This is an optimization exercise on Yosys and OpenROAD, whose aim is small area, a short achievable clock period and few clock cycles per item, not a production implementation.
Function was not checked in any run shown here: the RTL went through the layout flow alone.
Power and IR drop assume default switching activity.

==> design.v <==
package ospfb_pkg;
  localparam int SAMPLE_W = 16;
  localparam int COEFF_W  = 8;
  localparam int ACC_W    = 21;
  localparam int OUT_W    = 18;
  typedef logic signed [SAMPLE_W-1:0] sample_t;
  typedef logic signed [COEFF_W-1:0]  coeff_t;
  typedef logic signed [ACC_W-1:0]    acc_t;
  typedef logic signed [OUT_W-1:0]    out_t;
  localparam int OUT_MAX = (1 << (OUT_W - 1)) - 1;
  localparam int OUT_MIN = -(1 << (OUT_W - 1));
  localparam int DIG_W = 5;
endpackage
`timescale 1ns/1ns
import ospfb_pkg::*;
module ospfb_ctrl #(
  parameter int FFT_LEN = 32,
  parameter int DEC_FAC = 24,
  parameter int PTAPS   = 4,
  localparam int BR_W   = $clog2(FFT_LEN)
) (
  input  logic                     clk,
  input  logic                     rst_n,
  input  logic                     in_valid,
  output logic                     in_ready,
  output logic [FFT_LEN-1:0]       wsel,
  output logic                     commit,
  output logic                     beat_valid,
  output logic                     beat_last,
  output logic [PTAPS*DIG_W-1:0]   beat_dig,
  output logic                     frame_start
);
  localparam int NCOEF = FFT_LEN * PTAPS;
  logic [DIG_W-1:0] dig_tab [NCOEF];
  for (genvar k = 0; k < NCOEF; k++) begin : g_coef
    localparam int H  = ((3 * k) % 11) - 5;
    localparam int B  = (H >= 3) ? 1 : ((H <= -3) ? -1 : 0);
    localparam int A  = H - 4 * B;
    assign dig_tab[k] = {A != 0, (A == 2) || (A == -2), A < 0, B != 0, B < 0};
  end
  logic [4:0]  koff;
  logic [4:0]  rres;     
  logic [4:0]  rres_m1;  
  logic        rd_act;
  logic        end_q;    
  logic        ok;
  logic        chk_q;    
  logic        fresh;
  logic [1:0]  g2;       
  logic [2:0]  gs;       
  logic [4:0]  prd_p1;   
  logic [2:0]  frs;      
  logic signed [6:0] dw;  
  logic signed [6:0] da;  
  logic [FFT_LEN-1:0] pv;
  logic [4:0]  wres;
  logic [4:0]  ares;
  logic [4:0]  ares_p1;
  logic        inv;
  logic        rdy_q;    
  logic        accept;
  logic        end_sw;
  logic        start_rd;
  logic [4:0]  koff_n;
  logic [4:0]  rres_n;
  logic        rd_n;
  logic [1:0]  g2_n;
  logic [2:0]  gs_n;
  logic [2:0]  frs_n;
  logic signed [6:0] dw_n;
  logic [4:0]  age_nx;
  logic        wr_next;    
  logic        pv_nx;      
  logic        commit_n;
  logic [7:0]  x0, x1;
  logic        chk_n;
  logic        free_0, free_1;
  logic        rdy_0, rdy_1;
  logic [4:0]  p_n;
  logic [4:0]  wpos;
  logic [PTAPS*DIG_W-1:0] dig_n, dig_c, dig_s;
  assign accept   = in_valid && rdy_q;
  assign end_sw   = end_q;
  assign start_rd = end_sw && ok && chk_q;
  assign koff_n = fresh ? 5'd8  : koff + 5'd1;
  assign rres_n = fresh ? 5'd15 : rres_m1;
  assign rd_n   = end_sw ? start_rd : rd_act;
  assign g2_n   = g2 + 2'(start_rd);
  assign gs_n   = (start_rd && gs != 3'd5) ? gs + 3'd1 : gs;
  assign frs_n  = start_rd ? gs : frs;
  assign wr_next  = inv && (wres == rres_m1);
  assign pv_nx    = pv[rres_m1] || wr_next;
  assign dw_n     = dw + 7'(inv) - (start_rd ? 7'sd24 : 7'sd0);
  assign age_nx   = 5'(wres + 5'(inv) - 5'd1 - rres_m1);
  assign commit_n = !fresh && pv_nx && (dw_n <= $signed({2'b00, age_nx}));
  assign x0 = 8'(dw) + 8'(inv) + 8'(5'({2'(3 * g2), 3'b000} + koff + 5'd1));
  assign x1 = 8'(dw) + 8'(inv) - 8'd24 + 8'({2'(3 * (g2 + 2'd1)), 3'b000});
  assign chk_n = start_rd ? !x1[7] : !x0[7];
  assign free_0 = !pv[ares]    || (commit && rres == ares)    || (commit_n && rres_n == ares);
  assign free_1 = !pv[ares_p1] || (commit && rres == ares_p1) || (commit_n && rres_n == ares_p1);
  assign rdy_0 = free_0 && (start_rd ? (da < 7'sd48) : (da < 7'sd24));
  assign rdy_1 = free_1 && (start_rd ? (da < 7'sd47) : (da < 7'sd23));
  assign wpos = 5'(rres_m1 - wres);
  assign wsel = inv ? (FFT_LEN'(1) << wpos) : '0;
  function automatic logic [PTAPS*DIG_W-1:0] beat_digits(input logic [4:0] p, input logic [2:0] f);
    logic [7:0] thr;
    case (f)
      3'd0:    thr = 8'd24;
      3'd1:    thr = 8'd48;
      3'd2:    thr = 8'd72;
      3'd3:    thr = 8'd96;
      3'd4:    thr = 8'd120;
      default: thr = 8'd255;
    endcase
    for (int t = 0; t < PTAPS; t++) begin
      if ((8'(32 * t) + 8'(p)) >= thr)
        beat_digits[t*DIG_W +: DIG_W] = '0;
      else
        beat_digits[t*DIG_W +: DIG_W] = dig_tab[t*FFT_LEN + int'(p)];
    end
  endfunction
  assign dig_c = beat_digits(prd_p1, frs);
  assign dig_s = beat_digits({2'(3 * g2), 3'b000}, gs);
  assign dig_n = start_rd ? dig_s : dig_c;
  assign p_n   = start_rd ? {2'(3 * g2), 3'b000} : prd_p1;
  always_ff @(posedge clk or negedge rst_n) begin
    if (!rst_n) begin
      rd_act      <= 1'b0;
      end_q       <= 1'b0;
      ok          <= 1'b0;
      chk_q       <= 1'b0;
      fresh       <= 1'b1;
      g2          <= '0;
      gs          <= '0;
      dw          <= -7'sd24;
      da          <= -7'sd24;
      pv          <= '0;
      wres        <= '0;
      ares        <= '0;
      ares_p1     <= 5'd1;
      inv         <= 1'b0;
      in_ready    <= 1'b0;
      rdy_q       <= 1'b0;
      beat_valid  <= 1'b0;
      beat_last   <= 1'b0;
      frame_start <= 1'b0;
    end else begin
      rd_act   <= rd_n;
      end_q    <= (koff_n == 5'd31);
      ok       <= fresh ? 1'b0 : (end_sw ? 1'b1 : (ok && chk_q));
      chk_q    <= chk_n;
      if (accept) fresh <= 1'b0;
      g2       <= g2_n;
      gs       <= gs_n;
      dw       <= dw_n;
      da       <= da + 7'(accept) - (start_rd ? 7'sd24 : 7'sd0);
      if (commit) pv[rres] <= 1'b0;
      if (inv)    pv[wres] <= 1'b1;
      wres     <= wres + 5'(inv);
      if (accept) begin
        ares    <= ares_p1;
        ares_p1 <= ares_p1 + 5'd1;
      end
      inv      <= accept;
      in_ready <= (in_valid && in_ready) ? rdy_1 : rdy_0;
      rdy_q    <= accept ? rdy_1 : rdy_0;
      beat_valid  <= rd_n;
      beat_last   <= rd_n && (koff_n == 5'd31);
      frame_start <= rd_n && (koff_n == 5'd0);
    end
  end
  always_ff @(posedge clk) begin
    koff    <= koff_n;
    rres    <= rres_n;
    rres_m1 <= rres_n - 5'd1;
    prd_p1  <= p_n + 5'd1;
    frs     <= frs_n;
    commit  <= commit_n;
  end
  always_ff @(posedge clk) begin
    beat_dig <= dig_n;
  end
endmodule
`timescale 1ns/1ns
import ospfb_pkg::*;
module pfb_delay_line #(
  parameter int FFT_LEN = 32,
  parameter int PTAPS   = 4
) (
  input  logic                      clk,
  input  logic [FFT_LEN-1:0]        wsel,      
  input  logic [SAMPLE_W-1:0]       wdata,
  input  logic                      commit,    
  output logic [PTAPS*SAMPLE_W-1:0] taps_data  
);
  localparam int CW = PTAPS * SAMPLE_W;
  localparam int SW = SAMPLE_W;
  logic [FFT_LEN*CW-1:0] tap;
  logic [FFT_LEN*SW-1:0] pend;
  always_ff @(posedge clk) begin
    for (int k = 0; k < FFT_LEN; k++) begin
      pend[k*SW +: SW] <= wsel[k] ? (wdata ^ {SW{k[0]}}) : ~pend[((k+1)%FFT_LEN)*SW +: SW];
    end
    for (int k = 0; k < FFT_LEN - 1; k++) begin
      tap[k*CW +: CW]  <= tap[(k+1)*CW +: CW];
    end
    tap[(FFT_LEN-1)*CW +: CW]  <= commit ? {tap[CW-SW-1:0], pend[SW-1:0]} : tap[CW-1:0];
  end
  assign taps_data = tap[CW-1:0];
endmodule
`timescale 1ns/1ns
import ospfb_pkg::*;
module pfb_mac #(
  parameter int PTAPS = 4
) (
  input  logic                      clk,
  input  logic                      rst_n,
  input  logic                      beat_valid,
  input  logic                      beat_last,
  input  logic [PTAPS*DIG_W-1:0]    beat_dig,
  input  logic [PTAPS*SAMPLE_W-1:0] taps_data,
  output logic                      acc_valid,
  output ospfb_pkg::acc_t           acc,
  output logic                      acc_last
);
  localparam int W = ACC_W;
  localparam int NV = 2 * PTAPS + 1;
  logic [W-1:0] v [NV];
  logic [2:0]   nb;
  always_comb begin
    nb = '0;
    for (int t = 0; t < PTAPS; t++) begin
      logic [SAMPLE_W-1:0] x;
      logic a_nz, a_two, a_neg, b_nz, b_neg;
      logic [W-1:0] ta, tb;
      x = taps_data[t*SAMPLE_W +: SAMPLE_W];
      {a_nz, a_two, a_neg, b_nz, b_neg} = beat_dig[t*DIG_W +: DIG_W];
      if (a_two)      ta = W'($signed({x, 1'b0}));
      else if (a_nz)  ta = W'($signed(x));
      else            ta = '0;
      ta = ta ^ {W{a_neg}};
      tb = b_nz ? W'($signed({x, 2'b00})) : '0;
      tb = tb ^ {{(W-2){b_neg}}, 2'b00};
      tb[0] = a_neg;
      v[2*t]   = ta;
      v[2*t+1] = tb;
      nb = nb + 3'(b_neg);
    end
    v[NV-1] = W'({nb, 2'b00});
  end
  function automatic logic [2*W-1:0] csa(input logic [W-1:0] a, input logic [W-1:0] b, input logic [W-1:0] c);
    logic [W-1:0] s, cy;
    s  = a ^ b ^ c;
    cy = ((a & b) | (a & c) | (b & c)) << 1;
    csa = {cy, s};
  endfunction
  logic [W-1:0] s1, c1, s2, c2, s3, c3, s4, c4, s5, c5, s6, c6, s7, c7;
  logic [W-1:0] sum;
  always_comb begin
    {c1, s1} = csa(v[0], v[1], v[2]);
    {c2, s2} = csa(v[3], v[4], v[5]);
    {c3, s3} = csa(v[6], v[7], v[8]);
    {c4, s4} = csa(s1, c1, s2);
    {c5, s5} = csa(c2, s3, c3);
    {c6, s6} = csa(s4, c4, s5);
  end
  logic [W-1:0] s_q, c_q, e_q;
  logic         v_q, l_q;
  always_comb begin
    {c7, s7} = csa(s_q, c_q, e_q);
    sum = s7 + c7;
  end
  always_ff @(posedge clk or negedge rst_n) begin
    if (!rst_n) begin
      v_q       <= 1'b0;
      l_q       <= 1'b0;
      acc_valid <= 1'b0;
      acc_last  <= 1'b0;
    end else begin
      v_q       <= beat_valid;
      l_q       <= beat_valid && beat_last;
      acc_valid <= v_q;
      acc_last  <= l_q;
    end
  end
  always_ff @(posedge clk) begin
    s_q <= s6;
    c_q <= c6;
    e_q <= c5;
    acc <= sum;
  end
endmodule
`timescale 1ns/1ns
import ospfb_pkg::*;
module pfb_out_stage (
  input  logic clk,
  input  logic rst_n,
  input  logic acc_valid,
  input  ospfb_pkg::acc_t acc,
  input  logic acc_last,
  output logic out_valid,
  output ospfb_pkg::out_t out_data,
  output logic out_last,
  output logic out_sat
);
  logic clip;
  assign clip = (acc[ACC_W-1:OUT_W-1] != '0) && (acc[ACC_W-1:OUT_W-1] != '1);
  always_ff @(posedge clk or negedge rst_n) begin
    if (!rst_n) begin
      out_valid <= 1'b0;
      out_last  <= 1'b0;
      out_sat   <= 1'b0;
    end else begin
      out_valid <= acc_valid;
      out_last  <= acc_valid && acc_last;
      out_sat   <= acc_valid && clip;
    end
  end
  always_ff @(posedge clk) begin
    if (clip) out_data <= acc[ACC_W-1] ? OUT_W'(OUT_MIN) : OUT_W'(OUT_MAX);
    else      out_data <= acc[OUT_W-1:0];
  end
endmodule
`timescale 1ns/1ns
import ospfb_pkg::*;
module ospfb_top #(
  parameter int FFT_LEN = 32,
  parameter int DEC_FAC = 24,
  parameter int PTAPS   = 4,
  localparam int BR_W   = $clog2(FFT_LEN)
) (
  input  logic    clk,
  input  logic    rst_n,
  input  logic    in_valid,
  input  ospfb_pkg::sample_t in_data,
  output logic    in_ready,
  output logic    out_valid,
  output ospfb_pkg::out_t    out_data,
  output logic    out_last,
  output logic    out_sat,
  output logic    frame_start
);
  logic [SAMPLE_W-1:0]       in_q;
  logic [FFT_LEN-1:0]        wsel;
  logic                      commit;
  logic                      beat_valid;
  logic                      beat_last;
  logic [PTAPS*DIG_W-1:0]    beat_dig;
  logic [PTAPS*SAMPLE_W-1:0] taps_data;
  logic                      acc_valid;
  ospfb_pkg::acc_t           acc;
  logic                      acc_last;
  always_ff @(posedge clk) begin
    in_q <= in_data;
  end
  ospfb_ctrl #(
    .FFT_LEN(FFT_LEN),
    .DEC_FAC(DEC_FAC),
    .PTAPS  (PTAPS)
  ) i_ctrl (
    .clk        (clk),
    .rst_n      (rst_n),
    .in_valid   (in_valid),
    .in_ready   (in_ready),
    .wsel       (wsel),
    .commit     (commit),
    .beat_valid (beat_valid),
    .beat_last  (beat_last),
    .beat_dig   (beat_dig),
    .frame_start(frame_start)
  );
  pfb_delay_line #(
    .FFT_LEN(FFT_LEN),
    .PTAPS  (PTAPS)
  ) i_delay_line (
    .clk      (clk),
    .wsel     (wsel),
    .wdata    (in_q),
    .commit   (commit),
    .taps_data(taps_data)
  );
  pfb_mac #(
    .PTAPS(PTAPS)
  ) i_mac (
    .clk       (clk),
    .rst_n     (rst_n),
    .beat_valid(beat_valid),
    .beat_last (beat_last),
    .beat_dig  (beat_dig),
    .taps_data (taps_data),
    .acc_valid (acc_valid),
    .acc       (acc),
    .acc_last  (acc_last)
  );
  pfb_out_stage i_out_stage (
    .clk      (clk),
    .rst_n    (rst_n),
    .acc_valid(acc_valid),
    .acc      (acc),
    .acc_last (acc_last),
    .out_valid(out_valid),
    .out_data (out_data),
    .out_last (out_last),
    .out_sat  (out_sat)
  );
endmodule
==> flow/run.sh <==
#!/bin/bash
# Layout flow: the standard flow (standard.sh, unchanged synthesis) with
# two repair settings changed: timing repair aims below the clock period
# (a larger setup margin), and ports are buffered with buf_4 cells.
# make's full output goes to run_make.log in the work folder.
set -euo pipefail
cd "$(dirname "$0")/.."
MARGIN=${MARGIN:-5.9}
bash standard.sh \
  "SETUP_SLACK_MARGIN=${MARGIN}" \
  "BUFFER_PORTS_ARGS=-buffer_cell sky130_fd_sc_hd__buf_4" \
  finish > run_make.log 2>&1
test -f out/final.def
==> standard.sh <==
#!/bin/bash
# synth_recipe.tcl (not shown) runs the flow's synth.tcl, then flattens the netlist and writes it again
# the make line also repeats each setting of config.mk as NAME=value (left out here)
make -C /OpenROAD-flow-scripts/flow DESIGN_CONFIG=/design/flow/config.mk WORK_HOME=/design/flow/orfs CLKGATE_MAP_FILE= SYNTH_SCRIPT=/design/flow/synth_recipe.tcl "${@:-finish}"
==> config.mk <==
export PLATFORM = sky130hd
export DESIGN_NAME = ospfb_top
export DESIGN_NICKNAME = ospfb_top
export VERILOG_FILES = /design/flow/design.v
export SDC_FILE = /design/flow/constraint.sdc
export NUM_CORES = 4
export LEC_CHECK = 0
export ABC_CLOCK_PERIOD_IN_PS = 3000
export CAP_MARGIN = 20
export CORE_MARGIN = 2
export CORE_UTILIZATION = 60
export CTS_CLUSTER_DIAMETER = 150
export CTS_CLUSTER_SIZE = 28
export SLEW_MARGIN = 20
==> constraint.sdc <==
create_clock -name core_clock -period 9.0 [get_ports {clk}]
set_input_delay 1.8000 -clock core_clock [delete_from_list [all_inputs] [get_ports {clk}]]
set_output_delay 1.8000 -clock core_clock [all_outputs]
set_load 0.01 [all_outputs]
==> metrics.md, run 1 <==
| Metric | Value |
|---|---|
| Net count reported at finish | `5618` |
| Result of the run | `timing/DRC/antenna clean` |
| Met3 layer usage reported by global route | `under 10%` |
| Critical path class | `register to register` |
| Number of port buffers | `between 40 and 50` |
| Clock sink count | `between 2000 and 3000` |
| Synthesized Nets | `between 5000 and 6000` |
| Synthesized area per cell | `roughly 14 sq um` |
| Core Box Area | `~0.12 sq mm` |
| Die extent in x | `between 300 and 400 microns` |
| Number of placement rows | `around 130` |
| Most used cells in the layout excluding fill and tap cells | `2692 x sky130_fd_sc_hd__dfxtp_1, 314 x sky130_fd_sc_hd__nand2_1, 314 x sky130_fd_sc_hd__nor2_1` |
| Post-CTS clock slew at the launch and capture registers of the worst setup and hold paths | `about 0.11 ns` |
| CP Data Arrival Time | `around 3.8 ns` |
| Tot GR Track Use | `approximately 18%` |
| Post-synth top flop | `sky130_fd_sc_hd__dfxtp_1` |
| Maximum number of pins on one net before global-route repair | `46` |
| Cell count after synthesis | `about 5400` |
| Static leakage | `0.03272 uW` |
| Boundary pin count | `42` |
| Setup skew after layout | `between 0.04 and 0.05 ns` |
| GRT overflow | `0` |
| Cell chosen for the clock root | `sky130_fd_sc_hd__clkbuf_16` |
| Post-synthesis sequential element count | `roughly 2800` |
| Summed area of non-filler cells in the final layout | `0.07980 sq mm` |
| Wire length of the first global-routing pass | `184700 microns` |
| Power, Total | `approximately 24000 uW` |
| Number of instances in the placed design | `between 6000 and 7000` |
| Slew Limit Fails | `0` |
| Area growth from synthesis to layout | `7.235%` |
| Class of the most critical hold timing path | `register to register` |
| GR met2 Demand/Resource | `between 20% and 30%` |
| Number of enable-type register cells in the synthesized netlist | `3` |
| Achievable frequency | `approximately 0.31 GHz` |
| Most frequent standard cell in the layout excluding fill and tap cells | `sky130_fd_sc_hd__dfxtp_1` |
| Cell area reported after detailed placement | `0.07617 sq mm` |
| Maximum capacitance violations | `0` |
| Effective utilization at floorplan | `around 60%` |
| Iteration-0 DRC count of the detailed router | `about 2100` |
| P per Cell Area | `295.5 mW/mm^2` |
| Number of buffers between clock root and the deepest sink | `3` |
| Number of global-route vias before repair | `around 33000` |
| Final-layout setup total negative slack | `0 ns` |
| Synth warnings | `7` |
| Fin. Hold Viols | `0` |
| Wire per inst | `about 16 microns` |
| VDD IR-drop max | `approximately 0.00022 V` |
| Via count | `~34000` |
| Number of hold buffers added after CTS | `0` |
| Final standard cell utilization of the core | `64.71%` |
| Last weighted congestion value of the routability-driven placer | `between 0.8 and 0.9` |
| Fraction of final layout cells with drive strength greater than 1 | `under 10%` |
| Antenna violations before repair | `8` |
| Max transition margin | `about two fifths` |
| Total standard cell area after synthesis | `about 0.074 sq mm` |
| TritonCTS Buffers | `between 100 and 150` |
| Distinct cell type count of the synthesized netlist | `73` |
| Die H | `around 360 microns` |
| Fill cell count | `9264` |
| Clock H-tree levels | `3` |
| Tmin final | `roughly 3.2 ns` |
| Slew of the pin with the lowest slew margin | `~0.9 ns` |
| Half-perimeter wire length after detailed placement | `between 70000 and 80000 microns` |
| Setup violators final | `0` |
| Die ar. | `~0.13 sq mm` |
| Total iterations of the first detailed-routing run | `5` |
| Insertion delay of the later-clocked pin in the worst-skew pair | `0.77 ns` |
| Residual antenna-violating net count after detailed routing | `0` |
| Unrepaired setup endpoints after global routing | `true` |
| Share of flip-flops with an asynchronous set or reset after synthesis | `between 2 and 3%` |
| Routed vias/inst | `4.809` |
| Number of remaining DRC errors | `0` |
| Critical path launch point type | `register` |
| Grt peak-use layer | `met2` |
| CTS tree | `built` |
| Sequential share of the synthesized area | `between 70% and 80%` |
| Met1 track utilization from global routing | `a little over a quarter` |
| Data required time at the worst endpoint | `roughly 9.6 ns` |
| Critical path peak fanout | `4` |
| Routed wire length | `about 120000 microns` |
| Tcrit/Tclk final | `35.34%` |
| Post-route non-filler standard cell count | `roughly 7000` |
| Worst setup EP type | `register` |
-- where the power goes --
group	internal (uW)	leakage, uW	total [uW]	switching [uW]
Combinational	1440	0.00813	3060	1610
Clock	2240	0.00142	5660	3430
Sequential	14000	0.0232	14900	845
-- synth_stat cells (6+ instances only) --
cell	number	area share, %
sky130_fd_sc_hd__and3_1	7	0.059
sky130_fd_sc_hd__nand3b_1	7	0.071
sky130_fd_sc_hd__mux2i_1	267	3.6
sky130_fd_sc_hd__o21ai_0	115	0.77
sky130_fd_sc_hd__mux2_2	70	1.1
sky130_fd_sc_hd__nor3_1	25	0.17
sky130_fd_sc_hd__buf_2	12	0.081
sky130_fd_sc_hd__xor2_1	98	1.2
sky130_fd_sc_hd__o21bai_1	8	0.081
sky130_fd_sc_hd__buf_1	15	0.076
sky130_fd_sc_hd__a211oi_1	8	0.081
sky130_fd_sc_hd__dfxtp_1	2713	73
sky130_fd_sc_hd__a31oi_1	11	0.092
sky130_fd_sc_hd__dfstp_2	8	0.28
sky130_fd_sc_hd__inv_1	161	0.81
sky130_fd_sc_hd__o21a_1	10	0.10
sky130_fd_sc_hd__buf_4	12	0.12
sky130_fd_sc_hd__nor2b_1	16	0.13
sky130_fd_sc_hd__clkbuf_1	180	0.91
sky130_fd_sc_hd__o22ai_1	17	0.14
sky130_fd_sc_hd__and2_1	7	0.059
sky130_fd_sc_hd__nand3_1	31	0.21
sky130_fd_sc_hd__nand2b_1	14	0.12
sky130_fd_sc_hd__fa_1	110	3.0
sky130_fd_sc_hd__a21o_1	31	0.31
sky130_fd_sc_hd__o2bb2ai_1	9	0.11
sky130_fd_sc_hd__xnor2_1	126	1.5
sky130_fd_sc_hd__nand2_1	317	1.6
sky130_fd_sc_hd__ha_1	117	2.0
sky130_fd_sc_hd__o21ai_1	23	0.15
sky130_fd_sc_hd__mux4_2	27	0.82
sky130_fd_sc_hd__dfrtp_1	75	2.5
sky130_fd_sc_hd__nand4_1	20	0.17
sky130_fd_sc_hd__nor2_4	6	0.091
sky130_fd_sc_hd__nor2_1	316	1.6
sky130_fd_sc_hd__a21oi_1	301	2.0
-- stage by stage --
| step | hold slack, ns | worst slack (ns) |
|---|---|---|
| detailed placement | 0.3121 | 5.043 |
| CTS | 0.3065 | 5.784 |
| floorplan | 0.3096 | 5.891 |
| finish | 0.3077 | 5.819 |
| global placement | 0.3096 | 5.155 |
| global route | 0.3176 | 5.690 |
-- cell type report --
cell class / instances / area (sq um) / area share, %
Sequential cell: 2799 / 56540 / 70.86
Tap cell: 1637 / 2048 / 2.567
Inverter: 163 / 614.3 / 0.7699
Timing Repair Buffer: 113 / 1065 / 1.334
Clock buffer: 122 / 2798 / 3.506
Clock inverter: 6 / 128.9 / 0.1615
Antenna cell: 4 / 10.01 / 0.01254
Multi-Input combinational cell: 2186 / 16590 / 20.79
-- per-layer routing --
layer,up-vias,part of all wire [%]
met5,-,0
met1,16106,50
met3,157,2.6
met2,331,45
li1,17216,-
met4,0,2.3
-- what timing repair did --
| action | in CTS | in global routing |
|---|---|---|
| cloned | 0 | 1 |
| resized for setup | 53 | 25 |
| setup buffers | 28 | 6 |
| pin swaps | 30 | 5 |
| endpoints found under the setup margin | 508 | 278 |
-- worst paths after layout --
path,from,end,slack [ns],depth (start not counted)
setup / recovery,i_ctrl.wres[0]$_DFF_PN0_,i_ctrl.in_ready$_DFF_PN0_,5.82,14
hold / removal,i_delay_line.tap[1093]$_DFF_P_,i_delay_line.tap[1029]$_DFF_P_,0.31,0
setup reg to reg,i_ctrl.wres[0]$_DFF_PN0_,i_ctrl.in_ready$_DFF_PN0_,5.82,14
hold reg to reg,i_delay_line.tap[1093]$_DFF_P_,i_delay_line.tap[1029]$_DFF_P_,0.31,0
max in group asynchronous,rst_n,i_ctrl.g2[0]$_DFF_PN0_,6.90,2
min in group asynchronous,rst_n,i_ctrl.pv[18]$_DFF_PN0_,1.01,1
-- flip-flops by register name (all words and copies together) (netlist names), 3 cells and up --
name                  flops
i_ctrl.prd_p1             5
i_mac.c_q                20
i_ctrl.wres               5
i_ctrl.frs                3
i_ctrl.dw                 7
i_ctrl.rres               5
in_q                     16
i_ctrl.da                 7
i_delay_line.pend       512
i_mac.s_q                20
i_ctrl.gs                 3
i_mac.acc                21
i_ctrl.ares_p1            5
i_ctrl.koff               5
i_ctrl.rres_m1            5
i_ctrl.beat_dig          20
i_out_stage.out_data     18
i_ctrl.pv                32
i_delay_line.tap       2048
i_ctrl.ares               5
i_mac.e_q                17
-- kinds of logic after synthesis --
logic type               Yosys count  synth area share, %
flip-flops                      2799                75.91
XOR/XNOR                         224                2.637
adder cells (fa/ha/maj)          227                4.927
AO/OA/AOI/OAI                    575                4.362
multiplexers                     364                5.468
AND/OR/NAND/NOR                  795                4.624
buffers and inverters            386                2.068
-- critical path: stages (launching register included) --
cell                       delay (ns)
sky130_fd_sc_hd__dfrtp_2         0.44
sky130_fd_sc_hd__ha_4            0.26
sky130_fd_sc_hd__ha_4            0.16
sky130_fd_sc_hd__fa_2            0.39
sky130_fd_sc_hd__a21o_1          0.20
sky130_fd_sc_hd__a21oi_2         0.13
sky130_fd_sc_hd__xor2_1          0.19
sky130_fd_sc_hd__xnor2_1         0.14
sky130_fd_sc_hd__ha_1            0.26
sky130_fd_sc_hd__nand2_1         0.06
sky130_fd_sc_hd__o22ai_1         0.07
sky130_fd_sc_hd__o21bai_1        0.19
sky130_fd_sc_hd__a211oi_2        0.09
sky130_fd_sc_hd__buf_4           0.17
sky130_fd_sc_hd__a221o_1         0.31
==> inputs of run 2 (changes only) <==
--- a/config.mk
+++ b/config.mk
@@ -8,7 +8,8 @@
 export ABC_CLOCK_PERIOD_IN_PS = 3000
 export CAP_MARGIN = 20
 export CORE_MARGIN = 2
-export CORE_UTILIZATION = 60
+export CORE_UTILIZATION = 70
 export CTS_CLUSTER_DIAMETER = 150
 export CTS_CLUSTER_SIZE = 28
+export PLACE_DENSITY = 0.75
 export SLEW_MARGIN = 20
==> run 2 against run 1 <==
Net effect:
- via count rose by 2.8%
- critical endpoint unchanged
- non-clock buffer count up 12
- routed wire length grew 7.8%
- global-route usage up 4.6 points
- area after synthesis did not move
- maximum frequency down 0.71%
- largest cell class unchanged
- clock power rose by 0.9%
- final cell count is 3.4% lower
- clock-buffer cell count decreased by 2
==> metrics.md, run 2 <==
| Metric | Value |
|---|---|
| Cell count after synthesis | `about 5400` |
| Register with the most flip-flops | `i_delay_line.tap` |
| Worst setup EP type | `register` |
| Achievable frequency | `0.3122 GHz` |
| Setup skew after layout | `a little over 0.08 ns` |
| Most frequent standard cell in the layout excluding fill and tap cells | `sky130_fd_sc_hd__dfxtp_1` |
| Setup violators final | `0` |
| Area growth from synthesis to layout | `7.079%` |
| Psw | `~6000 uW` |
| Synthesized Nets | `5616` |
| Power, Total | `between 20000 and 25000 uW` |
| Largest registers in the final layout | `i_delay_line.tap (2048), i_delay_line.pend (512), i_ctrl.pv (32)` |
| Sequential group share of total power | `62.7%` |
| Fin. Hold Viols | `0` |
| Cell type contributing the most total cell area after synthesis | `sky130_fd_sc_hd__dfxtp_1` |
| Half-perimeter wire length after detailed placement | `roughly 75000 microns` |
| Number of placement rows | `~120` |
| Pint | `around 18000 uW` |
| Wire per inst | `~18 microns` |
| Critical Path Most Common Cell | `sky130_fd_sc_hd__ha_4` |
| Crit path buf inv count | `1` |
| Post-CTS clock slew at the launch and capture registers of the worst setup and hold paths | `about 0.11 ns` |
| Effective utilization at floorplan | `70.59%` |
| Critical path launch point type | `register` |
| Data required time at the worst endpoint | `between 9 and 10 ns` |
| Class of the most critical hold timing path | `register to register` |
| Tcrit/Tclk final | `~36%` |
| Top post-synthesis cells by area | `sky130_fd_sc_hd__dfxtp_1 73%, sky130_fd_sc_hd__mux2i_1 3.6%, sky130_fd_sc_hd__fa_1 3.0%` |
| Number of buffers between clock root and the deepest sink | `3` |
| Post-synth top flop | `sky130_fd_sc_hd__dfxtp_1` |
| Number of enable-type register cells in the synthesized netlist | `3` |
| Slew of the pin with the lowest slew margin | `roughly 0.98 ns` |
| CTS tree | `built` |
| Final standard cell utilization of the core | `between 70% and 80%` |
| Result of the run | `timing/DRC/antenna clean` |
| Die ar. | `0.1089 sq mm` |
| Number of port buffers | `between 40 and 50` |
| Post-synthesis sequential element count | `about 2800` |
| Most used cells in the layout excluding fill and tap cells | `2690 x sky130_fd_sc_hd__dfxtp_1, 314 x sky130_fd_sc_hd__nand2_1, 314 x sky130_fd_sc_hd__nor2_1` |
| Switching Share | `between 20% and 30%` |
| Synthesized area per cell | `between 10 and 15 sq um` |
| Cell area reported after detailed placement | `approximately 0.076 sq mm` |
| Max transition margin | `between 30% and 40%` |
| Cell Chain, Critical Path | `ha_4 > ha_4 > fa_2 > a21o_1 > a21oi_2 > xor2_1 > xnor2_1 > ha_1 > nand2_1 > o22ai_1 > o21bai_1 > a211oi_2 > buf_4 > a221o_1` |
| Fraction of final layout cells with drive strength greater than 1 | `under 10%` |
| Last weighted congestion value of the routability-driven placer | `between 0.8 and 0.9` |
| Fraction of post-synthesis cell area in the top cell type by area | `between 70% and 80%` |
| Unrepaired setup endpoints after global routing | `true` |
| Top cell types by occurrence after synthesis | `2713 x sky130_fd_sc_hd__dfxtp_1, 317 x sky130_fd_sc_hd__nand2_1, 316 x sky130_fd_sc_hd__nor2_1, 301 x sky130_fd_sc_hd__a21oi_1, 267 x sky130_fd_sc_hd__mux2i_1` |
| Die H | `330.0 microns` |
| Critical path peak fanout | `4` |
| Iteration-0 DRC count of the detailed router | `~2300` |
| Residual antenna-violating net count after detailed routing | `0` |
| Routed wire length | `about 120000 microns` |
| VDD IR-drop max | `~0.00025 V` |
| Register-to-register setup slack | `5.80 ns` |
| CP Data Arrival Time | `approximately 3.8 ns` |
| Total iterations of the first detailed-routing run | `18` |
| Power share of the combinational group | `a little over an eighth` |
| Leading cell type by number of instances after synthesis | `sky130_fd_sc_hd__dfxtp_1` |
| GRT overflow | `0` |
| CP max-delay cell | `sky130_fd_sc_hd__dfrtp_2` |
| Boundary pin count | `42` |
| Clock H-tree levels | `3` |
| Crit path largest cell delay | `roughly 0.45 ns` |
| Share of flip-flops with an asynchronous set or reset after synthesis | `2.965%` |
| Tot GR Track Use | `a little under a quarter` |
| Number of remaining DRC errors | `0` |
| Number of flip-flops under the largest register name | `roughly 2000` |
| Static leakage | `0.03279 uW` |
| Top Family by Delay on Critical Path | `adder cells` |
| Net count reported at finish | `5633` |
| Die extent in x | `about 330 microns` |
| N_diodes | `0` |
| Distinct cell type count of the synthesized netlist | `73` |
| Insertion delay of the later-clocked pin in the worst-skew pair | `roughly 0.80 ns` |
| Final-layout setup total negative slack | `0 ns` |
| TritonCTS Buffers | `about 110` |
| Wire length of the first global-routing pass | `194400 microns` |
| Via count | `about 35000` |
| Antenna violations before repair | `4` |
| Clock Power Share | `approximately a quarter` |
| Clock sink count | `2799` |
| Critical path class | `register to register` |
| Core Box Area | `around 0.11 sq mm` |
| P per Cell Area | `between 200 and 300 mW/mm^2` |
| Slew Limit Fails | `0` |
| Maximum capacitance violations | `0` |
| Sequential share of the synthesized area | `approximately three quarters` |
| Routed vias/inst | `just over 5` |
| Number of global-route vias before repair | `35209` |
| Synth warnings | `7` |
| Cell chosen for the clock root | `sky130_fd_sc_hd__clkbuf_16` |
| Final setup slack of the worst path | `a little under 6 ns` |
| Summed area of non-filler cells in the final layout | `between 0.07 and 0.08 sq mm` |
| Total standard cell area after synthesis | `0.07441 sq mm` |
| Maximum number of pins on one net before global-route repair | `71` |
| Worst Setup Slack post-DPL | `just over 5 ns` |
| Tmin final | `3.203 ns` |
==> run 2: path summary, 6_finish.rpt <==
path | start | endpoint | cells past startpoint
setup / recovery | i_ctrl.wres[0]$_DFF_PN0_ | i_ctrl.in_ready$_DFF_PN0_ | 14
hold / removal | i_delay_line.tap[1981]$_DFF_P_ | i_delay_line.tap[1917]$_DFF_P_ | 0
setup reg to reg | i_ctrl.wres[0]$_DFF_PN0_ | i_ctrl.in_ready$_DFF_PN0_ | 14
hold reg to reg | i_delay_line.tap[1981]$_DFF_P_ | i_delay_line.tap[1917]$_DFF_P_ | 0
max in group asynchronous | rst_n | i_ctrl.chk_q$_DFF_PN0_ | 2
min in group asynchronous | rst_n | i_ctrl.pv[14]$_DFF_PN0_ | 1
==> run 2: area by class of cell <==
type,count,area (sq um)
Clock inverter,7,188.9
Tap cell,1391,1740
Inverter,163,616.8
Multi-Input combinational cell,2189,16630
Sequential cell,2799,56550
Clock buffer,120,2769
Timing Repair Buffer,125,1181
Fill cell,6344,25740
==> run 2: routing by layer <==
metal	wire (microns)	track usage [%]
met3	4106	2.967
met1	57420	31.46
met2	58920	38.37
met4	3757	7.732
met5	13	0
==> run 2: metrics by stage <==
| stage | hold WS [ns] | instances |
|---|---|---|
| 4_1_cts | 0.2659 | 6775 |
| 3_5_place_dp | 0.3121 | 6613 |
| 5_1_grt | 0.2859 | 6794 |
| 2_1_floorplan | 0.3096 | 5370 |
| 6_report | 0.2680 | 6794 |
| 3_3_place_gp | 0.3098 | 6610 |
==> run 2: worst register-to-register path: cells and delay by family (launching register included) <==
| family | cells | cell delay, ns |
|---|---|---|
| AOI/OAI and AO/OA | 6 | 0.97 |
| xor gates and xnor gates | 2 | 0.33 |
| adders and majority gates | 4 | 1.10 |
| buffers and inverters | 1 | 0.16 |
| DFF | 1 | 0.45 |
| and+or+nand+nor | 1 | 0.07 |
==> run 2: power groups by stage <==
stage	Clock (uW)	Combinational [uW]	Sequential, uW
after CTS	5850	3100	14900
after global routing	6240	3550	15000
final	5710	3150	14900
after detailed placement	0	2990	15100
after floorplan	0	2330	14700
after global placement	0	2860	15100
==> run 2: logic make-up after synthesis <==
group,after synthesis,share of synthesized area (%)
DFF,2799,75.91
and+or+nand+nor,795,4.624
AOI/OAI and AO/OA,575,4.362
buffers and inverters,386,2.068
muxes,364,5.468
adders and majority gates,227,4.927
xor gates and xnor gates,224,2.637
==> run 2: repair_timing <==
item / in CTS / in global routing
gates cloned: 3 / 1
gates resized for setup: 52 / 38
hold buffers: 0 / 0
setup endpoints to repair: 491 / 133
pin swaps: 20 / 15
setup buffers: 32 / 18
==> inputs of run 3 (changes only) <==
--- a/design.v
+++ b/design.v
@@ -227,26 +227,26 @@
   localparam int NV = 2 * PTAPS + 1;
   logic [W-1:0] v [NV];
   logic [2:0]   nb;
+  localparam logic [W-1:0] K_SIGN = W'(-(PTAPS * (1 << (SAMPLE_W)) + PTAPS * (1 << (SAMPLE_W + 1))));
   always_comb begin
     nb = '0;
     for (int t = 0; t < PTAPS; t++) begin
       logic [SAMPLE_W-1:0] x;
       logic a_nz, a_two, a_neg, b_nz, b_neg;
-      logic [W-1:0] ta, tb;
+      logic [SAMPLE_W:0]   ma;
+      logic [SAMPLE_W-1:0] mb;
       x = taps_data[t*SAMPLE_W +: SAMPLE_W];
       {a_nz, a_two, a_neg, b_nz, b_neg} = beat_dig[t*DIG_W +: DIG_W];
-      if (a_two)      ta = W'($signed({x, 1'b0}));
-      else if (a_nz)  ta = W'($signed(x));
-      else            ta = '0;
-      ta = ta ^ {W{a_neg}};
-      tb = b_nz ? W'($signed({x, 2'b00})) : '0;
-      tb = tb ^ {{(W-2){b_neg}}, 2'b00};
-      tb[0] = a_neg;
-      v[2*t]   = ta;
-      v[2*t+1] = tb;
+      if (a_two)      ma = {x, 1'b0};
+      else if (a_nz)  ma = {x[SAMPLE_W-1], x};
+      else            ma = '0;
+      ma = ma ^ {(SAMPLE_W+1){a_neg}};
+      mb = (b_nz ? x : '0) ^ {SAMPLE_W{b_neg}};
+      v[2*t]   = W'({~ma[SAMPLE_W], ma[SAMPLE_W-1:0]});
+      v[2*t+1] = W'({~mb[SAMPLE_W-1], mb[SAMPLE_W-2:0], 1'b0, a_neg});
       nb = nb + 3'(b_neg);
     end
-    v[NV-1] = W'({nb, 2'b00});
+    v[NV-1] = K_SIGN | W'({nb, 2'b00});
   end
   function automatic logic [2*W-1:0] csa(input logic [W-1:0] a, input logic [W-1:0] b, input logic [W-1:0] c);
     logic [W-1:0] s, cy;
--- a/config.mk
+++ b/config.mk
@@ -8,8 +8,7 @@
 export ABC_CLOCK_PERIOD_IN_PS = 3000
 export CAP_MARGIN = 20
 export CORE_MARGIN = 2
-export CORE_UTILIZATION = 70
+export CORE_UTILIZATION = 40
 export CTS_CLUSTER_DIAMETER = 150
 export CTS_CLUSTER_SIZE = 28
-export PLACE_DENSITY = 0.75
 export SLEW_MARGIN = 20
==> run 3 against run 2 <==
Net effect:
- sequential power decreased by 4%
- utilization decreased by 32 points
- synthesized cell count increased by 0.56%
- largest cell class unchanged
==> metrics.md, run 3 <==
| Metric | Value |
|---|---|
| Routed vias/inst | `4.367` |
| Worst Setup Slack post-DPL | `between 5 and 6 ns` |
| Post-synth top flop | `sky130_fd_sc_hd__dfxtp_1` |
| Insertion delay of the later-clocked pin in the worst-skew pair | `0.78 ns` |
| Die H | `435.7 microns` |
| Crit path largest cell delay | `approximately 0.45 ns` |
| Psw | `5132 uW` |
| Core Box Area | `0.1852 sq mm` |
| Last weighted congestion value of the routability-driven placer | `around 0.8` |
| Power share of the combinational group | `9.0%` |
| Result of the run | `timing/DRC/antenna clean` |
| Worst setup EP type | `output port` |
| Leading cell type by number of instances after synthesis | `sky130_fd_sc_hd__dfxtp_1` |
| Met3 layer usage reported by global route | `under 10%` |
| Distinct cell type count of the synthesized netlist | `79` |
| Synthesized Nets | `between 5000 and 6000` |
| Pint | `around 17000 uW` |
| Final setup slack of the worst path | `between 5 and 6 ns` |
| Number of flip-flops under the largest register name | `just over 2000` |
| Die extent in x | `435.7 microns` |
| Half-perimeter wire length after detailed placement | `around 73000 microns` |
| Iteration-0 DRC count of the detailed router | `1960` |
| Fraction of final layout cells with drive strength greater than 1 | `~9%` |
| Wire per inst | `14.72 microns` |
| Clock sink count | `about 2800` |
| Total iterations of the first detailed-routing run | `5` |
| Die ar. | `~0.19 sq mm` |
| Number of remaining DRC errors | `0` |
| Switching Share | `approximately a quarter` |
| Critical path peak fanout | `2` |
| Slew Limit Fails | `0` |
| Top cell types by occurrence after synthesis | `2711 x sky130_fd_sc_hd__dfxtp_1, 309 x sky130_fd_sc_hd__nor2_1, 305 x sky130_fd_sc_hd__nand2_1, 293 x sky130_fd_sc_hd__a21oi_1, 268 x sky130_fd_sc_hd__mux2i_1` |
| GR met2 Demand/Resource | `a little under a fifth` |
| Largest registers in the final layout | `i_delay_line.tap (2048), i_delay_line.pend (512), i_ctrl.pv (32)` |
| Synthesized area per cell | `13.80 sq um` |
| Tmin final | `3.138 ns` |
| Boundary pin count | `42` |
| Wire length of the first global-routing pass | `between 150000 and 200000 microns` |
| Met1 track utilization from global routing | `around 18%` |
| Final Hold Slack | `approximately 0.29 ns` |
| Fraction of post-synthesis cell area in the top cell type by area | `between 70% and 80%` |
| Number of buffers between clock root and the deepest sink | `3` |
| Cell Chain, Critical Path | `buf_6` |
| Grt peak-use layer | `met2` |
| CTS tree | `built` |
| Crit path buf inv count | `1` |
| CP Data Arrival Time | `~1.3 ns` |
| Number of placement rows | `~160` |
| P per Cell Area | `270.7 mW/mm^2` |
| Max transition margin | `33.06%` |
| Cell area reported after detailed placement | `between 0.07 and 0.08 sq mm` |
| Fin. Hold Viols | `0` |
| Top Family by Delay on Critical Path | `flip-flops` |
| Cell chosen for the clock root | `sky130_fd_sc_hd__clkbuf_16` |
| Net count reported at finish | `about 5700` |
| Most frequent standard cell in the layout excluding fill and tap cells | `sky130_fd_sc_hd__dfxtp_1` |
| Cell count after synthesis | `5400` |
| Routed wire length | `around 120000 microns` |
| Register with the most flip-flops | `i_delay_line.tap` |
| Cell type contributing the most total cell area after synthesis | `sky130_fd_sc_hd__dfxtp_1` |
| Residual antenna-violating net count after detailed routing | `0` |
| Sequential group share of total power | `between 60% and 70%` |
| Summed area of non-filler cells in the final layout | `0.08148 sq mm` |
| Maximum number of pins on one net before global-route repair | `47` |
| Final-layout setup total negative slack | `0 ns` |
| Number of global-route vias before repair | `34433` |
| Effective utilization at floorplan | `40.24%` |
| Antenna violations before repair | `3` |
| CP max-delay cell | `sky130_fd_sc_hd__dfrtp_1` |
| Sequential share of the synthesized area | `between 70% and 80%` |
| Maximum capacitance violations | `0` |
| Number of instances in the placed design | `roughly 7700` |
| Total standard cell area after synthesis | `between 0.07 and 0.08 sq mm` |
| Share of flip-flops with an asynchronous set or reset after synthesis | `between 2 and 3%` |
| Achievable frequency | `around 0.32 GHz` |
| Area growth from synthesis to layout | `9.327%` |
| GRT overflow | `0` |
| Critical path class | `register to output port` |
| Critical path launch point type | `register` |
| Clock H-tree levels | `3` |
| TritonCTS Buffers | `111` |
| Post-synthesis sequential element count | `roughly 2800` |
| Number of enable-type register cells in the synthesized netlist | `3` |
| Most used cells in the layout excluding fill and tap cells | `2678 x sky130_fd_sc_hd__dfxtp_1, 302 x sky130_fd_sc_hd__nor2_1, 291 x sky130_fd_sc_hd__nand2_1` |
| Tcrit/Tclk final | `a little over a third` |
| Number of hold buffers added after CTS | `0` |
| Top post-synthesis cells by area | `sky130_fd_sc_hd__dfxtp_1 73%, sky130_fd_sc_hd__mux2i_1 3.6%, sky130_fd_sc_hd__fa_1 2.8%` |
| Class of the most critical hold timing path | `register to register` |
| Post-route non-filler standard cell count | `about 8000` |
| Post-CTS clock slew at the launch and capture registers of the worst setup and hold paths | `0.11 ns` |
| Static leakage | `roughly 0.034 uW` |
| Synth warnings | `7` |
| Number of port buffers | `a little over 40` |
| Setup skew after layout | `between 0.05 and 0.06 ns` |
| Data required time at the worst endpoint | `around 7.2 ns` |
| Tot GR Track Use | `around 12%` |
| Unrepaired setup endpoints after global routing | `true` |
| Slew of the pin with the lowest slew margin | `around 1 ns` |
| Via count | `~35000` |
| Setup violators final | `0` |
| VDD IR-drop max | `around 0.00020 V` |
| Clock Power Share | `a little over a quarter` |
-- run 3: cell types whose count changed after synthesis, moves of 8 or more --
cell	previous run	this run
sky130_fd_sc_hd__xnor2_1	126	115
sky130_fd_sc_hd__o22ai_1	17	8
sky130_fd_sc_hd__buf_2	12	32
sky130_fd_sc_hd__o2bb2ai_1	9	0
sky130_fd_sc_hd__nand2_1	317	305
sky130_fd_sc_hd__and2_1	7	15
sky130_fd_sc_hd__a21oi_1	301	293
sky130_fd_sc_hd__o21ai_1	23	0
sky130_fd_sc_hd__inv_1	161	145
sky130_fd_sc_hd__o21ai_0	115	192
-- run 3: what timing repair did --
item | in CTS | in global routing
endpoints found under the setup margin | 583 | 532
pin swaps | 13 | 14
gates resized for setup | 99 | 73
setup buffers | 29 | 29
gates cloned | 2 | 6
-- run 3: cell type report --
class,instances,area [sq um]
antenna,2,5.005
clock buffer,123,2844
clock inverter,9,225.2
fill,16597,103800
inverter,149,560.5
multi-input combinational,2230,17080
sequential,2797,56520
tap,2480,3103
timing repair buffer,125,1140
-- run 3: per-stage QoR --
step	total power, uW	utilization, %
floorplan	15740	-
global placement	16300	41.65
detailed placement	16350	41.68
CTS	22210	43.66
global route	23120	43.99
finish	22050	43.99
-- run 3: power groups by stage --
| stage | Sequential (uW) | Clock [uW] | Combinational [uW] |
|---|---|---|---|
| after CTS | 14300 | 6040 | 1880 |
| after floorplan | 14200 | 0 | 1530 |
| after global routing | 14400 | 6460 | 2250 |
| after detailed placement | 14600 | 0 | 1800 |
| after global placement | 14600 | 0 | 1740 |
| final | 14300 | 5790 | 1990 |
-- run 3: kinds of logic (layout without fill, tap and decap cells) --
group,after synthesis,in the layout,synth area share [%]
compound gates,638,638,4.880
xor+xnor,210,210,2.513
fa+ha+maj,225,225,4.815
buf+inv,379,406,2.038
flops,2797,2797,75.74
mux,362,362,5.427
other cells,0,2,0
simple gates,789,795,4.586
-- run 3: layer usage --
layer,vias up,part of all wire [%]
met5,-,0
met4,0,2.1
met3,157,2.9
met2,396,44
met1,16605,51
li1,17406,-
-- run 3: worst paths after layout --
| path | startpoint | endpoint | slack (ns) | depth (start not counted) |
|---|---|---|---|---|
| max | i_ctrl.in_ready$_DFF_PN0_ | in_ready | 5.86 | 1 |
| min | i_delay_line.tap[896]$_DFF_P_ | i_delay_line.tap[832]$_DFF_P_ | 0.29 | 0 |
| max reg2reg | i_ctrl.rres_m1[0]$_DFF_P_ | i_delay_line.pend[478]$_DFF_P_ | 5.95 | 13 |
| min reg2reg | i_delay_line.tap[896]$_DFF_P_ | i_delay_line.tap[832]$_DFF_P_ | 0.29 | 0 |
| max in group asynchronous | rst_n | i_ctrl.inv$_DFF_PN0_ | 6.87 | 2 |
| min in group asynchronous | rst_n | i_ctrl.pv[5]$_DFF_PN0_ | 1.00 | 1 |
==> inputs of run 4 (changes only) <==
--- a/design.v
+++ b/design.v
@@ -52,7 +52,8 @@
   logic [2:0]  frs;      
   logic signed [6:0] dw;  
   logic signed [6:0] da;  
-  logic [FFT_LEN-1:0] pv;
+  logic [FFT_LEN-1:0] pvr;     
+  logic [4:0]  apos;     
   logic [4:0]  wres;
   logic [4:0]  ares;
   logic [4:0]  ares_p1;
@@ -69,7 +70,6 @@
   logic [2:0]  frs_n;
   logic signed [6:0] dw_n;
   logic [4:0]  age_nx;
-  logic        wr_next;    
   logic        pv_nx;      
   logic        commit_n;
   logic [7:0]  x0, x1;
@@ -88,16 +88,15 @@
   assign g2_n   = g2 + 2'(start_rd);
   assign gs_n   = (start_rd && gs != 3'd5) ? gs + 3'd1 : gs;
   assign frs_n  = start_rd ? gs : frs;
-  assign wr_next  = inv && (wres == rres_m1);
-  assign pv_nx    = pv[rres_m1] || wr_next;
+  assign pv_nx    = pvr[1] || wsel[0];
   assign dw_n     = dw + 7'(inv) - (start_rd ? 7'sd24 : 7'sd0);
   assign age_nx   = 5'(wres + 5'(inv) - 5'd1 - rres_m1);
   assign commit_n = !fresh && pv_nx && (dw_n <= $signed({2'b00, age_nx}));
   assign x0 = 8'(dw) + 8'(inv) + 8'(5'({2'(3 * g2), 3'b000} + koff + 5'd1));
   assign x1 = 8'(dw) + 8'(inv) - 8'd24 + 8'({2'(3 * (g2 + 2'd1)), 3'b000});
   assign chk_n = start_rd ? !x1[7] : !x0[7];
-  assign free_0 = !pv[ares]    || (commit && rres == ares)    || (commit_n && rres_n == ares);
-  assign free_1 = !pv[ares_p1] || (commit && rres == ares_p1) || (commit_n && rres_n == ares_p1);
+  assign free_0 = !pvr[apos] || (commit && apos == 5'd0) || (commit_n && apos == 5'd1);
+  assign free_1 = !pvr[5'(apos - 5'd1)] || (commit && apos == 5'd1) || (commit_n && apos == 5'd2);
   assign rdy_0 = free_0 && (start_rd ? (da < 7'sd48) : (da < 7'sd24));
   assign rdy_1 = free_1 && (start_rd ? (da < 7'sd47) : (da < 7'sd23));
   assign wpos = 5'(rres_m1 - wres);
@@ -134,7 +133,8 @@
       gs          <= '0;
       dw          <= -7'sd24;
       da          <= -7'sd24;
-      pv          <= '0;
+      pvr         <= '0;
+      apos        <= 5'd15;
       wres        <= '0;
       ares        <= '0;
       ares_p1     <= 5'd1;
@@ -154,8 +154,8 @@
       gs       <= gs_n;
       dw       <= dw_n;
       da       <= da + 7'(accept) - (start_rd ? 7'sd24 : 7'sd0);
-      if (commit) pv[rres] <= 1'b0;
-      if (inv)    pv[wres] <= 1'b1;
+      pvr      <= wsel | {pvr[0] && !commit, pvr[FFT_LEN-1:1]};
+      apos     <= 5'((fresh ? 5'd16 : apos) - 5'd1 - 5'(accept));
       wres     <= wres + 5'(inv);
       if (accept) begin
         ares    <= ares_p1;
==> run 4 against run 3 <==
Net effect:
- critical path depth rose by 14
- maximum frequency fell by 3.1%
- worst hold slack got worse by 0.023 ns
- clock-buffer cell count fell by 2
- still clean on timing, DRC and antenna
- highest routed layer unchanged
- routed wire length barely moved
- critical path type is now register to register
- die area fell by 1.7%
- total power rose by 8.0%
- critical endpoint is now i_ctrl.rdy_q$_DFF_PN0_
==> metrics.md, run 4 <==
| Metric | Value |
|---|---|
| Number of port buffers | `41` |
| VDD IR-drop max | `just under 0.0002 V` |
| Boundary pin count | `42` |
| Fraction of final layout cells with drive strength greater than 1 | `8.413%` |
| Number of flip-flops under the largest register name | `2048` |
| Tmin final | `about 3.2 ns` |
| Clock Power Share | `between 20 and 25%` |
| Iteration-0 DRC count of the detailed router | `about 2000` |
| Cell type contributing the most total cell area after synthesis | `sky130_fd_sc_hd__dfxtp_1` |
| Clock H-tree levels | `3` |
| Maximum capacitance violations | `0` |
| Data required time at the worst endpoint | `between 9 and 10 ns` |
| Cell Chain, Critical Path | `ha_4 > ha_4 > fa_2 > a21o_1 > a21oi_2 > xor2_1 > ha_1 > buf_4 > a21oi_2 > o31a_1 > o21a_2 > buf_6 > a2111oi_4 > o211ai_1 > o21ai_2` |
| Share of flip-flops with an asynchronous set or reset after synthesis | `under 10%` |
| Cell area reported after detailed placement | `around 0.076 sq mm` |
| Post-synth top flop | `sky130_fd_sc_hd__dfxtp_1` |
| Top cell types by occurrence after synthesis | `2706 x sky130_fd_sc_hd__dfxtp_1, 321 x sky130_fd_sc_hd__nor2_1, 311 x sky130_fd_sc_hd__a21oi_1, 265 x sky130_fd_sc_hd__mux2i_1, 241 x sky130_fd_sc_hd__nand2_1` |
| Die extent in x | `roughly 430 microns` |
| Storage element area | `roughly 0.056 sq mm` |
| Number of global-route vias before repair | `33257` |
| Result of the run | `timing/DRC/antenna clean` |
| Cell chosen for the clock root | `sky130_fd_sc_hd__clkbuf_16` |
| Post-synthesis sequential element count | `between 2000 and 3000` |
| Die H | `approximately 430 microns` |
| Slew Limit Fails | `0` |
| Total iterations of the first detailed-routing run | `5` |
| Wire length of the first global-routing pass | `roughly 190000 microns` |
| Most used cells in the layout excluding fill and tap cells | `2681 x sky130_fd_sc_hd__dfxtp_1, 319 x sky130_fd_sc_hd__nor2_1, 305 x sky130_fd_sc_hd__a21oi_1` |
| Routed wire length | `about 120000 microns` |
| Leading cell type by number of instances after synthesis | `sky130_fd_sc_hd__dfxtp_1` |
| Critical path class | `register to register` |
| Top post-synthesis cells by area | `sky130_fd_sc_hd__dfxtp_1 74%, sky130_fd_sc_hd__mux2i_1 3.6%, sky130_fd_sc_hd__fa_1 2.8%` |
| Largest registers in the final layout | `i_delay_line.tap (2048), i_delay_line.pend (512), i_ctrl.pvr (32)` |
| Number of placement rows | `157` |
| Static leakage | `between 0.03 and 0.04 uW` |
| Top Family by Delay on Critical Path | `compound AO/OA/AOI/OAI gates` |
| Switching Share | `between 20% and 30%` |
| Fraction of post-synthesis cell area in the top cell type by area | `between 70 and 80%` |
| Number of remaining DRC errors | `0` |
| TritonCTS Buffers | `110` |
| Insertion delay of the later-clocked pin in the worst-skew pair | `0.80 ns` |
| CTS tree | `built` |
| Routed vias/inst | `between 4 and 5` |
| Via count | `around 33000` |
| Wire per inst | `~15 microns` |
| Crit path buf inv count | `2` |
| Sequential share of the synthesized area | `76.76%` |
| Pint | `17920 uW` |
| P per Cell Area | `around 300 mW/mm^2` |
| Power share of the combinational group | `between 10% and 20%` |
| Most frequent standard cell in the layout excluding fill and tap cells | `sky130_fd_sc_hd__dfxtp_1` |
| Synth warnings | `7` |
| Post-CTS clock slew at the launch and capture registers of the worst setup and hold paths | `~0.12 ns` |
| Critical path peak fanout | `3` |
| Register with the most flip-flops | `i_delay_line.tap` |
| Antenna violations before repair | `9` |
| CP Data Arrival Time | `a little under 4 ns` |
| Synthesized Nets | `5445` |
| Setup skew after layout | `0.07310 ns` |
| Maximum number of pins on one net before global-route repair | `56` |
| Slew of the pin with the lowest slew margin | `0.9623 ns` |
| Tcrit/Tclk final | `a little over a third` |
| Crit path largest cell delay | `0.47 ns` |
| Psw | `~6000 uW` |
| Effective utilization at floorplan | `roughly two fifths` |
| Achievable frequency | `0.3089 GHz` |
| Net count reported at finish | `roughly 5500` |
| Half-perimeter wire length after detailed placement | `approximately 70000 microns` |
| Worst setup EP type | `register` |
| Critical path launch point type | `register` |
| Unrepaired setup endpoints after global routing | `true` |
| Tot GR Track Use | `roughly an eighth` |
| Number of enable-type register cells in the synthesized netlist | `3` |
| Number of hold buffers added after CTS | `0` |
| Class of the most critical hold timing path | `register to register` |
| Fin. Hold Viols | `0` |
| Clock sink count | `about 2800` |
| Die ar. | `approximately 0.19 sq mm` |
| Area used by multi-input combinational logic | `~0.016 sq mm` |
| Synthesized area per cell | `14.08 sq um` |
| Max transition margin | `around a third` |
| CP max-delay cell | `sky130_fd_sc_hd__dfrtp_2` |
| Last weighted congestion value of the routability-driven placer | `slightly above 0.8` |
| Setup violators final | `0` |
| Sequential group share of total power | `between 60 and 70%` |
| Final-layout setup total negative slack | `0 ns` |
| Fill cell count | `16244` |
| Distinct cell type count of the synthesized netlist | `slightly below 80` |
| Core Box Area | `between 0.15 and 0.2 sq mm` |
| Residual antenna-violating net count after detailed routing | `0` |
| Total standard cell area after synthesis | `between 0.07 and 0.08 sq mm` |
| Summed area of non-filler cells in the final layout | `0.07980 sq mm` |
| Area growth from synthesis to layout | `8.938%` |
| Cell count after synthesis | `about 5200` |
| GRT overflow | `0` |
| Number of buffers between clock root and the deepest sink | `3` |
==> run 4: cell types whose count changed after synthesis, moves of 7 or more <==
cell / delta
sky130_fd_sc_hd__xnor2_1: -7
sky130_fd_sc_hd__mux4_2: -10
sky130_fd_sc_hd__buf_1: +9
sky130_fd_sc_hd__clkbuf_1: -16
sky130_fd_sc_hd__nor2_1: +12
sky130_fd_sc_hd__xor2_1: -9
sky130_fd_sc_hd__a21oi_1: +18
sky130_fd_sc_hd__dfrtp_1: -8
sky130_fd_sc_hd__buf_2: -26
sky130_fd_sc_hd__nand2b_1: +24
sky130_fd_sc_hd__nand2_1: -64
sky130_fd_sc_hd__o21ai_0: -87
sky130_fd_sc_hd__nor3_1: -16
sky130_fd_sc_hd__buf_6: +16
==> run 4: worst paths after layout <==
| path | end | slack (ns) | cells after the start | from |
|---|---|---|---|---|
| setup / recovery | i_ctrl.rdy_q$_DFF_PN0_ | 5.76 | 15 | i_ctrl.inv$_DFF_PN0_ |
| hold / removal | i_delay_line.tap[464]$_DFF_P_ | 0.27 | 0 | i_delay_line.tap[528]$_DFF_P_ |
| setup reg to reg | i_ctrl.rdy_q$_DFF_PN0_ | 5.76 | 15 | i_ctrl.inv$_DFF_PN0_ |
| hold reg to reg | i_delay_line.tap[464]$_DFF_P_ | 0.27 | 0 | i_delay_line.tap[528]$_DFF_P_ |
| max in group asynchronous | i_ctrl.end_q$_DFF_PN0_ | 6.91 | 2 | rst_n |
| min in group asynchronous | i_ctrl.pvr[7]$_DFF_PN0_ | 0.91 | 1 | rst_n |
==> run 4: layer usage <==
layer / global-route usage [%] / share of wire [%] / vias to the layer above
li1: - / - / 16682
met4: 4.179 / 2.7 / 0
met3: 1.786 / 3.4 / 164
met1: 17.66 / 50 / 16061
met5: 0 / 0 / -
met2: 19.57 / 44 / 450
==> run 4: logic make-up after synthesis <==
group	Yosys count	synth area share (%)
fa+ha+maj	222	4.847
buf+inv	360	2.096
xor+xnor	191	2.284
simple gates	734	4.405
flops	2787	76.76
mux	350	5.204
compound gates	560	4.408
==> run 4: layout make-up <==
cell class | instances | area share, %
Clock buffer | 121 | 3.501
Sequential cell | 2787 | 70.51
Inverter | 149 | 0.7118
Multi-Input combinational cell | 2061 | 19.88
Antenna cell | 2 | 0.006271
Timing Repair Buffer | 114 | 1.364
Clock inverter | 10 | 0.2901
Tap cell | 2385 | 3.739
==> run 4: power by group through the flow <==
stage / sequential, uW / clock, uW / combinational, uW
global placement: 15100 / 0 / 2850
finish: 14900 / 5780 / 3180
global route: 15000 / 6460 / 3570
floorplan: 14800 / 0 / 2290
detailed placement: 15100 / 0 / 2900
CTS: 14900 / 6010 / 3090
==> run 4: repair_timing <==
action                                  in CTS  in global routing
pin swaps                                   21                 12
endpoints found under the setup margin     305                356
setup buffers                               17                 15
hold endpoints to repair                     0                  0
cloned                                       2                  3
gates resized for setup                     74                 48
==> run 4: per-stage QoR <==
| stage | power [uW] | hold slack [ns] | util (%) | std cells | worst slack, ns |
|---|---|---|---|---|---|
| 4_1_cts | 23990 | 0.2533 | 43.52 | 7609 | 5.654 |
| 6_report | 23810 | 0.2677 | 43.73 | 7629 | 5.763 |
| 3_5_place_dp | 18030 | 0.3121 | 41.59 | 7459 | 5.112 |
| 3_3_place_gp | 17960 | 0.3095 | 41.59 | 7459 | 5.127 |
| 5_1_grt | 25060 | 0.2834 | 43.73 | 7628 | 5.600 |
| 2_1_floorplan | 17040 | 0.3096 | - | 5204 | 5.904 |
==> inputs of run 5 (changes only) <==
--- a/config.mk
+++ b/config.mk
@@ -8,7 +8,7 @@
 export ABC_CLOCK_PERIOD_IN_PS = 3000
 export CAP_MARGIN = 20
 export CORE_MARGIN = 2
-export CORE_UTILIZATION = 40
+export CORE_UTILIZATION = 50
 export CTS_CLUSTER_DIAMETER = 150
 export CTS_CLUSTER_SIZE = 28
 export SLEW_MARGIN = 20
==> run 5 against run 4 <==
Net effect:
- critical path depth is 1 lower
- combinational power decreased by 3%
- worst hold slack improved by 0.041 ns
- first-iteration DRC count fell by 15%
- non-clock buffer count shrank 13
- sequential cell count stayed put
- utilization rose by 11 points
- sequential share of layout area grew 0.68 points
- final cell count fell by 6.3%
- register-to-register slack better by 0.07 ns
- total power down 0.74%
==> metrics.md, run 5 <==
| Metric | Value |
|---|---|
| Total standard cell area after synthesis | `roughly 0.073 sq mm` |
| Antenna violations before repair | `4` |
| Wire per inst | `between 15 and 20 microns` |
| P per Cell Area | `about 300 mW/mm^2` |
| Worst setup EP type | `register` |
| Via count | `around 33000` |
| Clock sink count | `2787` |
| Residual antenna-violating net count after detailed routing | `0` |
| Post-synth top flop | `sky130_fd_sc_hd__dfxtp_1` |
| Fraction of post-synthesis cell area in the top cell type by area | `73.95%` |
| Cell area reported after detailed placement | `roughly 0.075 sq mm` |
| Min-delay src | `i_delay_line.tap[239]$_DFF_P_` |
| Storage element area | `0.05626 sq mm` |
| Routed wire length | `between 100000 and 150000 microns` |
| CP max-delay cell | `sky130_fd_sc_hd__dfrtp_2` |
| Number of port buffers | `between 40 and 50` |
| Sequential share of the synthesized area | `between 70% and 80%` |
| Most frequent standard cell in the layout excluding fill and tap cells | `sky130_fd_sc_hd__dfxtp_1` |
| Unrepaired setup endpoints after global routing | `true` |
| Synthesized area per cell | `about 14 sq um` |
| Number of remaining DRC errors | `0` |
| Synth warnings | `7` |
| Number of placement rows | `140` |
| Area growth from synthesis to layout | `7.884%` |
| Register with the most flip-flops | `i_delay_line.tap` |
| Insertion delay of the later-clocked pin in the worst-skew pair | `around 0.76 ns` |
| Tot GR Track Use | `around 15%` |
| Final standard cell utilization of the core | `54.29%` |
| Effective utilization at floorplan | `roughly half` |
| Cell count after synthesis | `5204` |
| Area used by multi-input combinational logic | `0.01591 sq mm` |
| Summed area of non-filler cells in the final layout | `just under 0.08 sq mm` |
| Wire length of the first global-routing pass | `about 180000 microns` |
| Data required time at the worst endpoint | `9.68 ns` |
| Critical path launch point type | `register` |
| Die extent in x | `roughly 390 microns` |
| Maximum number of pins on one net before global-route repair | `78` |
| TritonCTS Buffers | `roughly 110` |
| Setup violators final | `0` |
| R2r endpoint | `i_ctrl.in_ready$_DFF_PN0_` |
| Crit path largest cell delay | `roughly 0.45 ns` |
| Post-synthesis sequential element count | `about 2800` |
| Achievable frequency | `0.3158 GHz` |
| Routed vias/inst | `4.627` |
| Die H | `between 300 and 400 microns` |
| Most used cells in the layout excluding fill and tap cells | `2688 x sky130_fd_sc_hd__dfxtp_1, 319 x sky130_fd_sc_hd__nor2_1, 306 x sky130_fd_sc_hd__a21oi_1` |
| Slew of the pin with the lowest slew margin | `between 0.8 and 0.9 ns` |
| Iteration-0 DRC count of the detailed router | `between 1500 and 2000` |
| Post-CTS clock slew at the launch and capture registers of the worst setup and hold paths | `~0.11 ns` |
| Cell chosen for the clock root | `sky130_fd_sc_hd__clkbuf_16` |
| VDD IR-drop max | `around 0.00017 V` |
| Setup skew after layout | `about 0.038 ns` |
| Top post-synthesis cells by area | `sky130_fd_sc_hd__dfxtp_1 74%, sky130_fd_sc_hd__mux2i_1 3.6%, sky130_fd_sc_hd__fa_1 2.8%` |
| Boundary pin count | `42` |
| Top Family by Delay on Critical Path | `compound AO/OA/AOI/OAI gates` |
| Clock H-tree levels | `3` |
| Total iterations of the first detailed-routing run | `5` |
| End point of the most critical hold path | `i_delay_line.tap[175]$_DFF_P_` |
| GRT overflow | `0` |
| Fin. Hold Viols | `0` |
| Net count reported at finish | `~5500` |
| Distinct cell type count of the synthesized netlist | `78` |
| Maximum capacitance violations | `0` |
| Synthesized Nets | `5445` |
| Static leakage | `0.03317 uW` |
| Register-to-register setup slack | `~5.8 ns` |
| Half-perimeter wire length after detailed placement | `69870 microns` |
| Critical path peak fanout | `3` |
| Result of the run | `timing/DRC/antenna clean` |
| Number of buffers between clock root and the deepest sink | `3` |
| Tmin final | `around 3.2 ns` |
run 5: power breakdown:
part	internal [uW]	switching (uW)
clock	2240	3440
combinational	1480	1610
sequential	14100	775
run 5: worst max-delay path by stage:
stage	from	end	cells after the start	slack [ns]
after detailed placement	i_ctrl.end_q$_DFF_PN0_	i_ctrl.in_ready$_DFF_PN0_	12	5.15
after global placement	i_ctrl.end_q$_DFF_PN0_	i_ctrl.in_ready$_DFF_PN0_	13	5.14
final	i_ctrl.inv$_DFF_PN0_	i_ctrl.in_ready$_DFF_PN0_	14	5.83
after CTS	i_ctrl.inv$_DFF_PN0_	i_ctrl.in_ready$_DFF_PN0_	14	5.67
after floorplan	in_valid	i_ctrl.da[6]$_DFF_PN1_	10	5.90
after global routing	i_ctrl.inv$_DFF_PN0_	i_ctrl.in_ready$_DFF_PN0_	14	5.66
run 5: metal layers:
| layer | up-vias | global-route usage (%) | routed length, microns |
|---|---|---|---|
| li1 | 16690 | - | - |
| met1 | 15872 | 21.98 | 58220 |
| met2 | 375 | 23.42 | 49660 |
| met3 | 143 | 2.118 | 3553 |
| met4 | 0 | 4.299 | 2420 |
| met5 | - | 0 | 0 |
run 5: repair_timing:
item,in CTS,in global routing
gates resized for setup,34,69
hold endpoints to repair,0,0
cloned,0,6
setup buffers,11,17
pin swaps,7,22
endpoints found under the setup margin,340,439
run 5: cells by family (layout without fill, tap and decap cells):
logic type | after synthesis | after routing | share of synthesized area [%]
flops | 2787 | 2787 | 76.76
simple gates | 734 | 740 | 4.405
compound gates | 560 | 560 | 4.408
buf+inv | 360 | 379 | 2.096
mux | 350 | 350 | 5.204
fa+ha+maj | 222 | 222 | 4.847
xor+xnor | 191 | 191 | 2.284
other cells | 0 | 4 | 0
run 5: worst reg2reg max path, cell delays in order (launching register included):
cell                        delay, ns
sky130_fd_sc_hd__dfrtp_2         0.45
sky130_fd_sc_hd__ha_4            0.26
sky130_fd_sc_hd__ha_4            0.16
sky130_fd_sc_hd__fa_2            0.40
sky130_fd_sc_hd__a21o_1          0.20
sky130_fd_sc_hd__a21oi_2         0.12
sky130_fd_sc_hd__xor2_1          0.16
sky130_fd_sc_hd__ha_1            0.27
sky130_fd_sc_hd__nor2_2          0.09
sky130_fd_sc_hd__a21oi_1         0.04
sky130_fd_sc_hd__o31a_1          0.11
sky130_fd_sc_hd__o21a_4          0.25
sky130_fd_sc_hd__a2111oi_4       0.28
sky130_fd_sc_hd__o22ai_2         0.14
sky130_fd_sc_hd__o21ai_1         0.16
run 5: metrics by stage:
step | setup WS (ns) | power [uW] | std cells | hold slack, ns
2_1_floorplan | 5.904 | 17040 | 5204 | 0.3096
3_3_place_gp | 5.140 | 17990 | 6983 | 0.3095
3_5_place_dp | 5.149 | 18050 | 6983 | 0.3121
4_1_cts | 5.669 | 23760 | 7123 | 0.3062
5_1_grt | 5.664 | 24890 | 7148 | 0.3105
6_report | 5.833 | 23630 | 7150 | 0.3083
run 5: cell type report:
| type | count | area share (%) |
|---|---|---|
| timing repair buffer | 101 | 1.175 |
| antenna | 4 | 0.01267 |
| inverter | 149 | 0.7203 |
| tap | 1917 | 3.035 |
| sequential | 2787 | 71.18 |
| clock buffer | 122 | 3.540 |
| multi-input combinational | 2063 | 20.13 |
| clock inverter | 7 | 0.2058 |
